Background: an optimization exercise with open tools, aiming at a short achievable clock period and few clock cycles. Do not read the settings as production practice. In this exercise RTL edits were held to simulation tests only and were not proved equivalent to the original.

**flow/design.v**
```verilog
`timescale 1ns / 1ps
package glpw_pkg;
   typedef enum logic {
      CMD_START    = 1'b0,
      CMD_CONTINUE = 1'b1
   } command_type;
   typedef enum logic [1:0] {
      AXIS_VERTICAL   = 2'd0,
      AXIS_HORIZONTAL = 2'd1,
      AXIS_DIAGONAL   = 2'd2
   } axis_mode_type;
   typedef struct packed {
      logic stop_at_occupant;
      logic info_mode;
      logic pass_through;
   } walk_flags_type;
   typedef struct packed {
      logic projectable;
      logic believed_wall;
      logic occupied;
   } cell_status_type;
   localparam int LEN_W = 8;
   localparam int             CSR_DATA_W          = 32;
   localparam int             CSR_ADDR_W          = 3;
   localparam logic           CSR_IDX_RANGE_LIMIT = 1'b0;
   localparam logic [LEN_W-1:0] RANGE_LIMIT_RESET = 8'd20;
   function automatic int entry_width(input int coord_bits);
      entry_width = 12 + 8 * coord_bits;
   endfunction
endpackage
`timescale 1ns / 1ps
module glpw_queue #(
   parameter int WIDTH = 76,
   parameter int DEPTH = 2
) (
   input  logic             clock,
   input  logic             reset,
   input  logic             push,
   input  logic [WIDTH-1:0] push_data,
   input  logic             pop,
   output logic [WIDTH-1:0] pop_data,
   output logic             empty,
   output logic             full
);
   localparam int PTR_W = (DEPTH > 1) ? $clog2(DEPTH) : 1;
   localparam int CNT_W = $clog2(DEPTH + 1);
   logic [WIDTH-1:0] data_ff [DEPTH];
   logic [PTR_W-1:0] wr_ptr_ff, wr_ptr_in;
   logic [PTR_W-1:0] rd_ptr_ff, rd_ptr_in;
   logic [CNT_W-1:0] count_ff, count_in;
   function automatic logic [PTR_W-1:0] next_ptr(input logic [PTR_W-1:0] p);
      next_ptr = (p == PTR_W'(DEPTH - 1)) ? '0 : p + PTR_W'(1);
   endfunction
   assign empty    = (count_ff == '0);
   assign full     = (count_ff == CNT_W'(DEPTH));
   assign pop_data = data_ff[rd_ptr_ff];
   always_comb begin
      wr_ptr_in = push ? next_ptr(wr_ptr_ff) : wr_ptr_ff;
      rd_ptr_in = pop ? next_ptr(rd_ptr_ff) : rd_ptr_ff;
      count_in  = count_ff;
      if (push && !pop) begin
         count_in = count_ff + CNT_W'(1);
      end else if (pop && !push) begin
         count_in = count_ff - CNT_W'(1);
      end
   end
   always_ff @(posedge clock) begin
      if (reset) begin
         wr_ptr_ff <= '0;
         rd_ptr_ff <= '0;
         count_ff  <= '0;
      end else begin
         wr_ptr_ff <= wr_ptr_in;
         rd_ptr_ff <= rd_ptr_in;
         count_ff  <= count_in;
      end
   end
   always_ff @(posedge clock) begin
      if (push) begin
         data_ff[wr_ptr_ff] <= push_data;
      end
   end
endmodule
`timescale 1ns / 1ps
module glpw_front #(
   parameter int COORD_BITS = 8
) (
   input  logic                  req_valid,
   output logic                  req_stall,
   input  logic                  req_command,
   input  logic [COORD_BITS-1:0] req_start_y,
   input  logic [COORD_BITS-1:0] req_start_x,
   input  logic [COORD_BITS-1:0] req_end_y,
   input  logic [COORD_BITS-1:0] req_end_x,
   input  logic                  req_pass_through,
   input  logic                  req_info_mode,
   input  logic                  req_stop_at_occupant,
   input  logic                  req_cell_projectable,
   input  logic                  req_cell_believed_wall,
   input  logic                  req_cell_occupied,
   input  logic                  queue_full,
   output logic                  queue_push,
   output logic [glpw_pkg::entry_width(COORD_BITS)-1:0] queue_data
);
   localparam int CB     = COORD_BITS;
   localparam int PROD_W = 2 * COORD_BITS;
   typedef struct packed {
      glpw_pkg::command_type     command;
      glpw_pkg::walk_flags_type  flags;
      glpw_pkg::cell_status_type status;
      logic                      same_cell;
      glpw_pkg::axis_mode_type   mode;
      logic                      row_neg;
      logic                      col_neg;
      logic [CB-1:0]             first_row;
      logic [CB-1:0]             first_col;
      logic [CB-1:0]             target_row;
      logic [CB-1:0]             target_col;
      logic [PROD_W-1:0]         half_unit;
      logic [PROD_W-1:0]         minor_sq;
   } entry_type;
   entry_type     ent;
   logic [CB-1:0] abs_y;
   logic [CB-1:0] abs_x;
   logic [CB-1:0] minor_len;
   function automatic logic [CB-1:0] step_coord(input logic [CB-1:0] v, input logic neg);
      step_coord = neg ? (v - CB'(1)) : (v + CB'(1));
   endfunction
   assign req_stall  = queue_full;
   assign queue_push = req_valid && !queue_full;
   assign queue_data = ent;
   always_comb begin
      ent.command                = glpw_pkg::command_type'(req_command);
      ent.flags.pass_through     = req_pass_through;
      ent.flags.info_mode        = req_info_mode;
      ent.flags.stop_at_occupant = req_stop_at_occupant;
      ent.status.projectable     = req_cell_projectable;
      ent.status.believed_wall   = req_cell_believed_wall;
      ent.status.occupied        = req_cell_occupied;
      ent.same_cell  = (req_start_y == req_end_y) && (req_start_x == req_end_x);
      ent.row_neg    = (req_end_y < req_start_y);
      ent.col_neg    = (req_end_x < req_start_x);
      ent.target_row = req_end_y;
      ent.target_col = req_end_x;
      abs_y = ent.row_neg ? (req_start_y - req_end_y) : (req_end_y - req_start_y);
      abs_x = ent.col_neg ? (req_start_x - req_end_x) : (req_end_x - req_start_x);
      ent.half_unit = PROD_W'(abs_y) * PROD_W'(abs_x);
      if (abs_y > abs_x) begin
         ent.mode  = glpw_pkg::AXIS_VERTICAL;
         minor_len = abs_x;
      end else if (abs_x > abs_y) begin
         ent.mode  = glpw_pkg::AXIS_HORIZONTAL;
         minor_len = abs_y;
      end else begin
         ent.mode  = glpw_pkg::AXIS_DIAGONAL;
         minor_len = '0;
      end
      ent.minor_sq = PROD_W'(minor_len) * PROD_W'(minor_len);
      ent.first_row = (ent.mode == glpw_pkg::AXIS_HORIZONTAL) ? req_start_y
                      : step_coord(req_start_y, ent.row_neg);
      ent.first_col = (ent.mode == glpw_pkg::AXIS_VERTICAL) ? req_start_x
                      : step_coord(req_start_x, ent.col_neg);
   end
endmodule
`timescale 1ns / 1ps
module glpw_back #(
   parameter int COORD_BITS = 8
) (
   input  logic                  clock,
   input  logic                  reset,
   input  logic                  queue_empty,
   input  logic [glpw_pkg::entry_width(COORD_BITS)-1:0] queue_data,
   output logic                  queue_pop,
   input  logic [glpw_pkg::LEN_W-1:0] range_limit,
   output logic                  rsp_valid,
   input  logic                  rsp_stall,
   output logic [COORD_BITS-1:0] rsp_grid_y,
   output logic [COORD_BITS-1:0] rsp_grid_x,
   output logic                  rsp_grid_valid,
   output logic                  rsp_path_done,
   output logic [glpw_pkg::LEN_W-1:0] rsp_path_length
);
   localparam int CB     = COORD_BITS;
   localparam int PROD_W = 2 * COORD_BITS;
   localparam int FRAC_W = 2 * COORD_BITS + 4;
   localparam int LW     = glpw_pkg::LEN_W;
   typedef struct packed {
      glpw_pkg::command_type     command;
      glpw_pkg::walk_flags_type  flags;
      glpw_pkg::cell_status_type status;
      logic                      same_cell;
      glpw_pkg::axis_mode_type   mode;
      logic                      row_neg;
      logic                      col_neg;
      logic [CB-1:0]             first_row;
      logic [CB-1:0]             first_col;
      logic [CB-1:0]             target_row;
      logic [CB-1:0]             target_col;
      logic [PROD_W-1:0]         half_unit;
      logic [PROD_W-1:0]         minor_sq;
   } entry_type;
   entry_type ent;
   logic                     active_ff, active_in;
   glpw_pkg::axis_mode_type  mode_ff, mode_in;
   glpw_pkg::walk_flags_type flags_ff, flags_in;
   logic [CB-1:0]            row_ff, row_in;
   logic [CB-1:0]            col_ff, col_in;
   logic [CB-1:0]            tgt_row_ff, tgt_row_in;
   logic [CB-1:0]            tgt_col_ff, tgt_col_in;
   logic                     row_neg_ff, row_neg_in;
   logic                     col_neg_ff, col_neg_in;
   logic signed [FRAC_W-1:0] frac_ff, frac_in;
   logic [PROD_W-1:0]        half_ff, half_in;
   logic [PROD_W:0]          slope_ff, slope_in;
   logic [LW-1:0]            cells_ff, cells_in;
   logic [LW-1:0]            minor_ff, minor_in;
   logic                     rsp_valid_ff, rsp_valid_in;
   logic [CB-1:0]            rsp_y_ff, rsp_y_in;
   logic [CB-1:0]            rsp_x_ff, rsp_x_in;
   logic                     rsp_gv_ff, rsp_gv_in;
   logic                     rsp_done_ff, rsp_done_in;
   logic [LW-1:0]            rsp_len_ff, rsp_len_in;
   logic                     advance;
   logic                     give;
   logic                     stop;
   logic                     take_minor;
   logic                     range_hit;
   logic                     target_hit;
   logic [LW-1:0]            range_k;
   logic signed [FRAC_W-1:0] frac_sum;
   logic signed [FRAC_W-1:0] half_ext;
   function automatic logic [CB-1:0] step_coord(input logic [CB-1:0] v, input logic neg);
      step_coord = neg ? (v - CB'(1)) : (v + CB'(1));
   endfunction
   assign ent       = queue_data;
   assign advance   = !queue_empty && (!rsp_valid_ff || !rsp_stall);
   assign queue_pop = advance;
   assign rsp_valid       = rsp_valid_ff;
   assign rsp_grid_y      = rsp_y_ff;
   assign rsp_grid_x      = rsp_x_ff;
   assign rsp_grid_valid  = rsp_gv_ff;
   assign rsp_path_done   = rsp_done_ff;
   assign rsp_path_length = rsp_len_ff;
   always_comb begin
      active_in  = active_ff;
      mode_in    = mode_ff;
      flags_in   = flags_ff;
      row_in     = row_ff;
      col_in     = col_ff;
      tgt_row_in = tgt_row_ff;
      tgt_col_in = tgt_col_ff;
      row_neg_in = row_neg_ff;
      col_neg_in = col_neg_ff;
      frac_in    = frac_ff;
      half_in    = half_ff;
      slope_in   = slope_ff;
      cells_in   = cells_ff;
      minor_in   = minor_ff;
      give       = 1'b0;
      take_minor = 1'b0;
      range_k    = '0;
      range_hit  = 1'b0;
      target_hit = 1'b0;
      half_ext = $signed(FRAC_W'(half_ff));
      frac_sum = frac_ff + $signed(FRAC_W'(slope_ff));
      stop = (flags_ff.info_mode ? ent.status.believed_wall : !ent.status.projectable)
             || (flags_ff.stop_at_occupant && ent.status.occupied);
      if (ent.command == glpw_pkg::CMD_START) begin
         flags_in   = ent.flags;
         tgt_row_in = ent.target_row;
         tgt_col_in = ent.target_col;
         cells_in   = '0;
         minor_in   = '0;
         frac_in    = '0;
         half_in    = '0;
         slope_in   = '0;
         if (ent.same_cell) begin
            active_in = 1'b0;
         end else begin
            active_in  = 1'b1;
            mode_in    = ent.mode;
            row_neg_in = ent.row_neg;
            col_neg_in = ent.col_neg;
            half_in    = ent.half_unit;
            frac_in    = $signed(FRAC_W'(ent.minor_sq));
            slope_in   = {ent.minor_sq, 1'b0};
            row_in     = ent.first_row;
            col_in     = ent.first_col;
            give       = 1'b1;
         end
      end else if (!active_ff) begin
         active_in = 1'b0;
      end else if (stop) begin
         active_in = 1'b0;
      end else begin
         give = 1'b1;
         if (mode_ff == glpw_pkg::AXIS_DIAGONAL) begin
            row_in = step_coord(row_ff, row_neg_ff);
            col_in = step_coord(col_ff, col_neg_ff);
         end else begin
            if (slope_ff != '0) begin
               frac_in = frac_sum;
               if (frac_sum >= half_ext) begin
                  frac_in    = frac_sum - (half_ext <<< 1);
                  take_minor = 1'b1;
                  minor_in   = minor_ff + LW'(1);
               end
            end
            if (mode_ff == glpw_pkg::AXIS_VERTICAL) begin
               row_in = step_coord(row_ff, row_neg_ff);
               if (take_minor) begin
                  col_in = step_coord(col_ff, col_neg_ff);
               end
            end else begin
               col_in = step_coord(col_ff, col_neg_ff);
               if (take_minor) begin
                  row_in = step_coord(row_ff, row_neg_ff);
               end
            end
         end
      end
      if (give) begin
         cells_in   = cells_in + LW'(1);
         range_k    = (mode_in == glpw_pkg::AXIS_DIAGONAL) ? cells_in : minor_in;
         range_hit  = ({1'b0, cells_in} + {2'b00, range_k[LW-1:1]}) >= {1'b0, range_limit};
         target_hit = !flags_in.pass_through && (row_in == tgt_row_in)
                      && (col_in == tgt_col_in);
         if (range_hit || target_hit) begin
            active_in = 1'b0;
         end
      end
      rsp_y_in    = give ? row_in : '0;
      rsp_x_in    = give ? col_in : '0;
      rsp_gv_in   = give;
      rsp_done_in = give ? (range_hit || target_hit) : 1'b1;
      rsp_len_in  = cells_in;
      if (advance) begin
         rsp_valid_in = 1'b1;
      end else begin
         rsp_valid_in = rsp_valid_ff && rsp_stall;
      end
   end
   always_ff @(posedge clock) begin
      if (reset) begin
         active_ff    <= 1'b0;
         mode_ff      <= glpw_pkg::AXIS_VERTICAL;
         flags_ff     <= '0;
         cells_ff     <= '0;
         minor_ff     <= '0;
         rsp_valid_ff <= 1'b0;
      end else begin
         rsp_valid_ff <= rsp_valid_in;
         if (advance) begin
            active_ff <= active_in;
            mode_ff   <= mode_in;
            flags_ff  <= flags_in;
            cells_ff  <= cells_in;
            minor_ff  <= minor_in;
         end
      end
   end
   always_ff @(posedge clock) begin
      if (advance) begin
         row_ff      <= row_in;
         col_ff      <= col_in;
         tgt_row_ff  <= tgt_row_in;
         tgt_col_ff  <= tgt_col_in;
         row_neg_ff  <= row_neg_in;
         col_neg_ff  <= col_neg_in;
         frac_ff     <= frac_in;
         half_ff     <= half_in;
         slope_ff    <= slope_in;
         rsp_y_ff    <= rsp_y_in;
         rsp_x_ff    <= rsp_x_in;
         rsp_gv_ff   <= rsp_gv_in;
         rsp_done_ff <= rsp_done_in;
         rsp_len_ff  <= rsp_len_in;
      end
   end
endmodule
`timescale 1ns / 1ps
module grid_line_path_walker #(
   parameter int COORD_BITS = 8
) (
   input  logic                  clock,
   input  logic                  reset,
   input  logic                  req_valid,
   output logic                  req_stall,
   input  logic                  req_command,
   input  logic [COORD_BITS-1:0] req_start_y,
   input  logic [COORD_BITS-1:0] req_start_x,
   input  logic [COORD_BITS-1:0] req_end_y,
   input  logic [COORD_BITS-1:0] req_end_x,
   input  logic                  req_pass_through,
   input  logic                  req_info_mode,
   input  logic                  req_stop_at_occupant,
   input  logic                  req_cell_projectable,
   input  logic                  req_cell_believed_wall,
   input  logic                  req_cell_occupied,
   output logic                  rsp_valid,
   input  logic                  rsp_stall,
   output logic [COORD_BITS-1:0] rsp_grid_y,
   output logic [COORD_BITS-1:0] rsp_grid_x,
   output logic                  rsp_grid_valid,
   output logic                  rsp_path_done,
   output logic [glpw_pkg::LEN_W-1:0] rsp_path_length,
   input  logic                  csr_psel,
   input  logic                  csr_penable,
   input  logic                  csr_pwrite,
   input  logic [glpw_pkg::CSR_ADDR_W-1:0] csr_paddr,
   input  logic [glpw_pkg::CSR_DATA_W-1:0] csr_pwdata,
   output logic [glpw_pkg::CSR_DATA_W-1:0] csr_prdata,
   output logic                  csr_pready
);
   localparam int ENTRY_W = glpw_pkg::entry_width(COORD_BITS);
   localparam int LW      = glpw_pkg::LEN_W;
   localparam int DW      = glpw_pkg::CSR_DATA_W;
   localparam int AW      = glpw_pkg::CSR_ADDR_W;
   logic [LW-1:0]      range_limit_ff, range_limit_in;
   logic               csr_hit;
   logic               queue_push;
   logic               queue_pop;
   logic               queue_empty;
   logic               queue_full;
   logic [ENTRY_W-1:0] push_data;
   logic [ENTRY_W-1:0] pop_data;
   assign csr_hit    = (csr_paddr[AW-1:2] == glpw_pkg::CSR_IDX_RANGE_LIMIT);
   assign csr_pready = 1'b1;
   assign csr_prdata = csr_hit ? DW'(range_limit_ff) : '0;
   always_comb begin
      range_limit_in = range_limit_ff;
      if (csr_psel && csr_penable && csr_pwrite && csr_pready && csr_hit) begin
         range_limit_in = csr_pwdata[LW-1:0];
      end
   end
   always_ff @(posedge clock) begin
      if (reset) begin
         range_limit_ff <= glpw_pkg::RANGE_LIMIT_RESET;
      end else begin
         range_limit_ff <= range_limit_in;
      end
   end
   glpw_front #(
      .COORD_BITS(COORD_BITS)
   ) u_front (
      .req_valid              (req_valid),
      .req_stall              (req_stall),
      .req_command            (req_command),
      .req_start_y            (req_start_y),
      .req_start_x            (req_start_x),
      .req_end_y              (req_end_y),
      .req_end_x              (req_end_x),
      .req_pass_through       (req_pass_through),
      .req_info_mode          (req_info_mode),
      .req_stop_at_occupant   (req_stop_at_occupant),
      .req_cell_projectable   (req_cell_projectable),
      .req_cell_believed_wall (req_cell_believed_wall),
      .req_cell_occupied      (req_cell_occupied),
      .queue_full             (queue_full),
      .queue_push             (queue_push),
      .queue_data             (push_data)
   );
   glpw_queue #(
      .WIDTH(ENTRY_W),
      .DEPTH(2)
   ) u_queue (
      .clock     (clock),
      .reset     (reset),
      .push      (queue_push),
      .push_data (push_data),
      .pop       (queue_pop),
      .pop_data  (pop_data),
      .empty     (queue_empty),
      .full      (queue_full)
   );
   glpw_back #(
      .COORD_BITS(COORD_BITS)
   ) u_back (
      .clock           (clock),
      .reset           (reset),
      .queue_empty     (queue_empty),
      .queue_data      (pop_data),
      .queue_pop       (queue_pop),
      .range_limit     (range_limit_ff),
      .rsp_valid       (rsp_valid),
      .rsp_stall       (rsp_stall),
      .rsp_grid_y      (rsp_grid_y),
      .rsp_grid_x      (rsp_grid_x),
      .rsp_grid_valid  (rsp_grid_valid),
      .rsp_path_done   (rsp_path_done),
      .rsp_path_length (rsp_path_length)
   );
endmodule
```
**flow/run.sh**
```bash
#!/bin/bash
# synth_recipe.tcl (not shown) runs the flow's synth.tcl, then flattens the netlist and writes it again
# the make line also repeats each setting of config.mk as NAME=value (left out here)
make -C /OpenROAD-flow-scripts/flow DESIGN_CONFIG=/design/flow/config.mk WORK_HOME=/design/flow/orfs CLKGATE_MAP_FILE= SYNTH_SCRIPT=/design/flow/synth_recipe.tcl finish
```
**flow/config.mk**
```make
export PLATFORM = sky130hd
export DESIGN_NAME = grid_line_path_walker
export DESIGN_NICKNAME = grid_line_path_walker
export VERILOG_FILES = /design/flow/design.v
export SDC_FILE = /design/flow/constraint.sdc
export NUM_CORES = 4
export LEC_CHECK = 0
export CAP_MARGIN = 20
export CORE_MARGIN = 2
export CORE_UTILIZATION = 40
export SLEW_MARGIN = 20
```
**flow/constraint.sdc**
```tcl
create_clock -name core_clock -period 10.5 [get_ports {clock}]
set_input_delay 2.1000 -clock core_clock [delete_from_list [all_inputs] [get_ports {clock}]]
set_output_delay 2.1000 -clock core_clock [all_outputs]
set_load 0.01 [all_outputs]
```
==> summary.txt <==
==> layout make-up <==
class,instances,area (um^2),share of cell area
well taps,688,861,0.0344
repair buffers,227,1940,0.0773
clock buffers,47,962,0.0384
flip-flops and latches,297,8560,0.342
multi-input cells,1517,11700,0.468
inverters,230,863,0.0345
clock inverters,14,138,0.00550
==> flip-flops by register name (all words and copies together) (netlist names), 2 cells and up, named ones only <==
| name | cells |
|---|---|
| u_queue.count_ff | 2 |
| u_back.flags_ff | 3 |
| u_back.frac_ff | 20 |
| u_back.mode_ff | 2 |
| u_back.cells_ff | 8 |
| u_back.slope_ff | 15 |
| u_back.row_ff | 8 |
| u_back.tgt_row_ff | 8 |
| u_back.rsp_x_ff | 8 |
| range_limit_ff | 8 |
| u_back.minor_ff | 8 |
| u_back.half_ff | 16 |
| u_back.tgt_col_ff | 8 |
| u_back.col_ff | 8 |
| u_back.rsp_y_ff | 8 |
| u_back.rsp_len_ff | 8 |
| u_queue.data_ff | 150 |
==> critical path: cells and delay by family <==
| kind | cells | cell delay [ns] |
|---|---|---|
| xor gates and xnor gates | 1 | 0.18 |
| and+or+nand+nor | 9 | 1.32 |
| buffers and inverters | 13 | 1.54 |
| adders and majority gates | 8 | 2.80 |
| AOI/OAI and AO/OA | 16 | 2.36 |
==> what timing repair did <==
item	in CTS	in global routing
pin swaps	0	12
resized for setup	3	24
buffers inserted	0	3
hold buffers	0	0
endpoints found under the setup margin	6	12
==> synth_stat cells (9+ instances only) <==
master,count
inv_1,229
and2_1,23
buf_4,25
o211ai_1,9
xnor2_1,81
nand2_1,151
nand4_1,14
dfxtp_1,36
nor2_1,203
xor2_1,51
and3_1,10
edfxtp_1,261
o21bai_1,25
buf_1,10
a21o_1,36
o22ai_1,20
mux2i_1,98
o21ai_0,83
a21oi_1,153
fa_1,71
nor3_1,20
a211oi_1,33
nor4_1,10
nor2b_1,30
o21a_1,11
a21boi_0,10
nand3_1,19
clkbuf_1,39
ha_1,202
nand2b_1,12
==> logic make-up after synthesis <==
logic type	Yosys count	synth area share
adder cells (fa/ha/maj)	273	0.185
AND/OR/NAND/NOR	532	0.115
multiplexers	106	0.0502
flip-flops	297	0.401
XOR/XNOR	132	0.0542
AO/OA/AOI/OAI	449	0.133
other	2	0.000352
buffers and inverters	314	0.0613
==> per-stage QoR <==
| stage | TNS, ns | area, um^2 | std cells |
|---|---|---|---|
| floorplan | 0 | 21400 | 2128 |
| global placement | -3.16 | 23800 | 2956 |
| detailed placement | -5.73 | 23800 | 2956 |
| CTS | 0 | 24900 | 3017 |
| global route | 0 | 25000 | 3020 |
| finish | 0 | 25000 | 3020 |
==> worst paths after layout <==
path                                          from                     end  slack [ns]
worst max-delay path                  req_end_y[0]  u_queue.data_ff[1][15]        0.44
worst min-delay path             range_limit_ff[5]       range_limit_ff[5]        0.47
worst max register to register  u_back.slope_ff[1]      u_back.rsp_done_ff        2.70
worst min register to register   range_limit_ff[5]       range_limit_ff[5]        0.47
==> metal layers <==
| layer | track usage | vias up | part of all wire |
|---|---|---|---|
| met3 | 0.0254 | 66 | 0.050 |
| li1 | - | 7753 | - |
| met5 | 0 | - | 0 |
| met4 | 0.0504 | 0 | 0.022 |
| met1 | 0.263 | 7533 | 0.47 |
| met2 | 0.299 | 363 | 0.45 |
==> cells in the final DEF, fill, tap and decap left out, types with 6 or more instances in the layout <==
master             n
a31oi_1            8
fa_1              69
nor2_1           198
o21a_1            11
o21ai_0           79
nor4_1             9
buf_4            136
a21o_1            36
nor3_1            20
and3_1             9
edfxtp_1         261
mux2i_1           97
a211o_1            7
nand4_1           14
nor2b_1           30
and2_1            23
nand3_1           19
ha_1             201
xor2_1            51
a22oi_1            6
o22ai_1           19
a21boi_0          10
inv_1            229
nand2b_1          12
dfxtp_1           35
clkbuf_1           9
mux2_2             8
or3_1              8
a21oi_2            9
clkdlybuf4s50_1   89
conb_1            25
xnor2_1           81
o211ai_1           9
nand2_1          151
o21bai_1          25
a21oi_1          144
or2_2              7
clkbuf_16         36
a211oi_1          32
==> summary.md <==
| Metric | Value |
|---|---|
| Status | no timing/DRC/antenna violations |
| Number of DRC markers in iteration 0 | 957 |
| I/O Pins | 142 |
| Vias per cell | 5.20 |
| CTS tree | done |
| WS Path Type | in2reg |
| RSZ-0062 raised after global routing | no |
| Root buffer cell | clkbuf_16 |
| Clk buf depth | 3 |
| Core Rows | 84 |
| CTS Buf Count | 34 |
| Starting Density | 0.405 |
| Die height | 235 um |
| Final setup fails | 0 |
| Endpoint class of the critical path | flip-flop |
| Synth cell types | 87 |
| Critical path arrival | 10.32 ns |
| Initial antenna violation count | 0 |
| Antenna cells | 0 |
| Number of flops mapped to enable cells by yosys | 261 |
| Worst reg-to-reg path cell count | 33 |
| Total congestion overflow | 0 |
| Max Clock Skew | 0.0235 ns |
| Detailed placer's ending HPWL | 39800 um |
| Largest cells by area after synthesis | edfxtp_1 (37%), ha_1 (12%), fa_1 (6.7%) |
| Synthesized flop and latch total | 297 |
| Critical path data required time | 10.76 ns |
| I/O Buffers | 90 |
| Final hold slack | 0.465 ns |
| Worst skew pair latency | 0.53 ns |
| Max-Cap Viols | 0 |
| Synth Instances | 2105 |
| DRT Pass-1 Iters | 7 |
| CP Max Fanout | 7 |
| Clk slew on worst S/H paths | 0.06 ns |
| Critical Path Slowest Stage Cell | fa_1 |
| Fill cells | 4797 |
| Final Cycle Share | 0.958 |
| Final min period | 10.06 ns |
| Fin. max-slew vios | 0 |
| Most frequent CP cell | inv_1 |
| Core area | 0.0527 mm^2 |
| Routed WL | 52200 um |
| Pin count of the biggest net entering global routing | 71 |
| Final core occ | 0.476 |
| Ys async rst share | 0 |
| Hold depth | 2 |
| Fin. Hold Viols | 0 |
| Total GRT Usage | 0.186 |
| Synth-to-Final Area Change | 17.4% |
| Peak Freq | 0.0994 GHz |
| H-tree Lvls | 2 |
| Slew @ Worst Pin | 1.07 ns |
| Pre-CTS setup slack | -0.714 ns |
| PnR worst setup slack | 0.443 ns |
| Worst setup SP type | primary input |
| Crit path largest cell delay | 0.52 ns |
| RD Place Congestion | 0.930 |
| Share of layout cells above drive strength 1 | 0.105 |
| Main synth FF type | edfxtp_1 |
| DR DRC count | 0 |
| First-pass GRT wire length | 82900 um |
| Clock sink total | 297 |
| Rel. slew slack | 0.284 |
| Detail Route Antenna Nets | 0 |
| Post-Syn Area | 0.0213 mm^2 |
| WL per Instance | 17.3 um |
| Die area | 0.0552 mm^2 |
| Via count | 15700 |
| Worst hold path class | reg2reg |
| Synthesized area per cell | 10.1 um^2 |
| Layout Nets | 2661 |
| Top cell type's share of synthesized area | 0.368 |
| Vias in the first global route | 15400 |
| Register area share after synthesis | 0.401 |
| Largest area contributor in the netlist | edfxtp_1 |
| Synth warn | 4 |
| Die Width | 235 um |
Testbench counts, summed over its fixed seeds: cycles 93,004.

## re-timing with driven ports
No port has a modelled driver above. Below, the same layout with a new extraction and two added sets of constraints.
Step 1 assumes that a clkbuf_16 drives the clock port and a buf_2 every other input.
Step 2 adds t to the input delays and takes it off the output delays; t is the mean of the earliest and latest rising clock arrival at the registers after step 1. Input paths then give back, and output paths get back, about the clock's delay inside the block.
a / b / c = ideal / step 1 / step 2; a / b = the first two.
t (ns): 0.574
setup slack, ns: 0.443 / 0.468 / -0.106
slew at the worst register clock pin (ns): 0.06 / 0.06
With both steps, setup timing fails in this run, where it was met with ideal ports. The setup slack of this run moves by +0.025 ns with the drivers and by -0.549 ns with both steps.
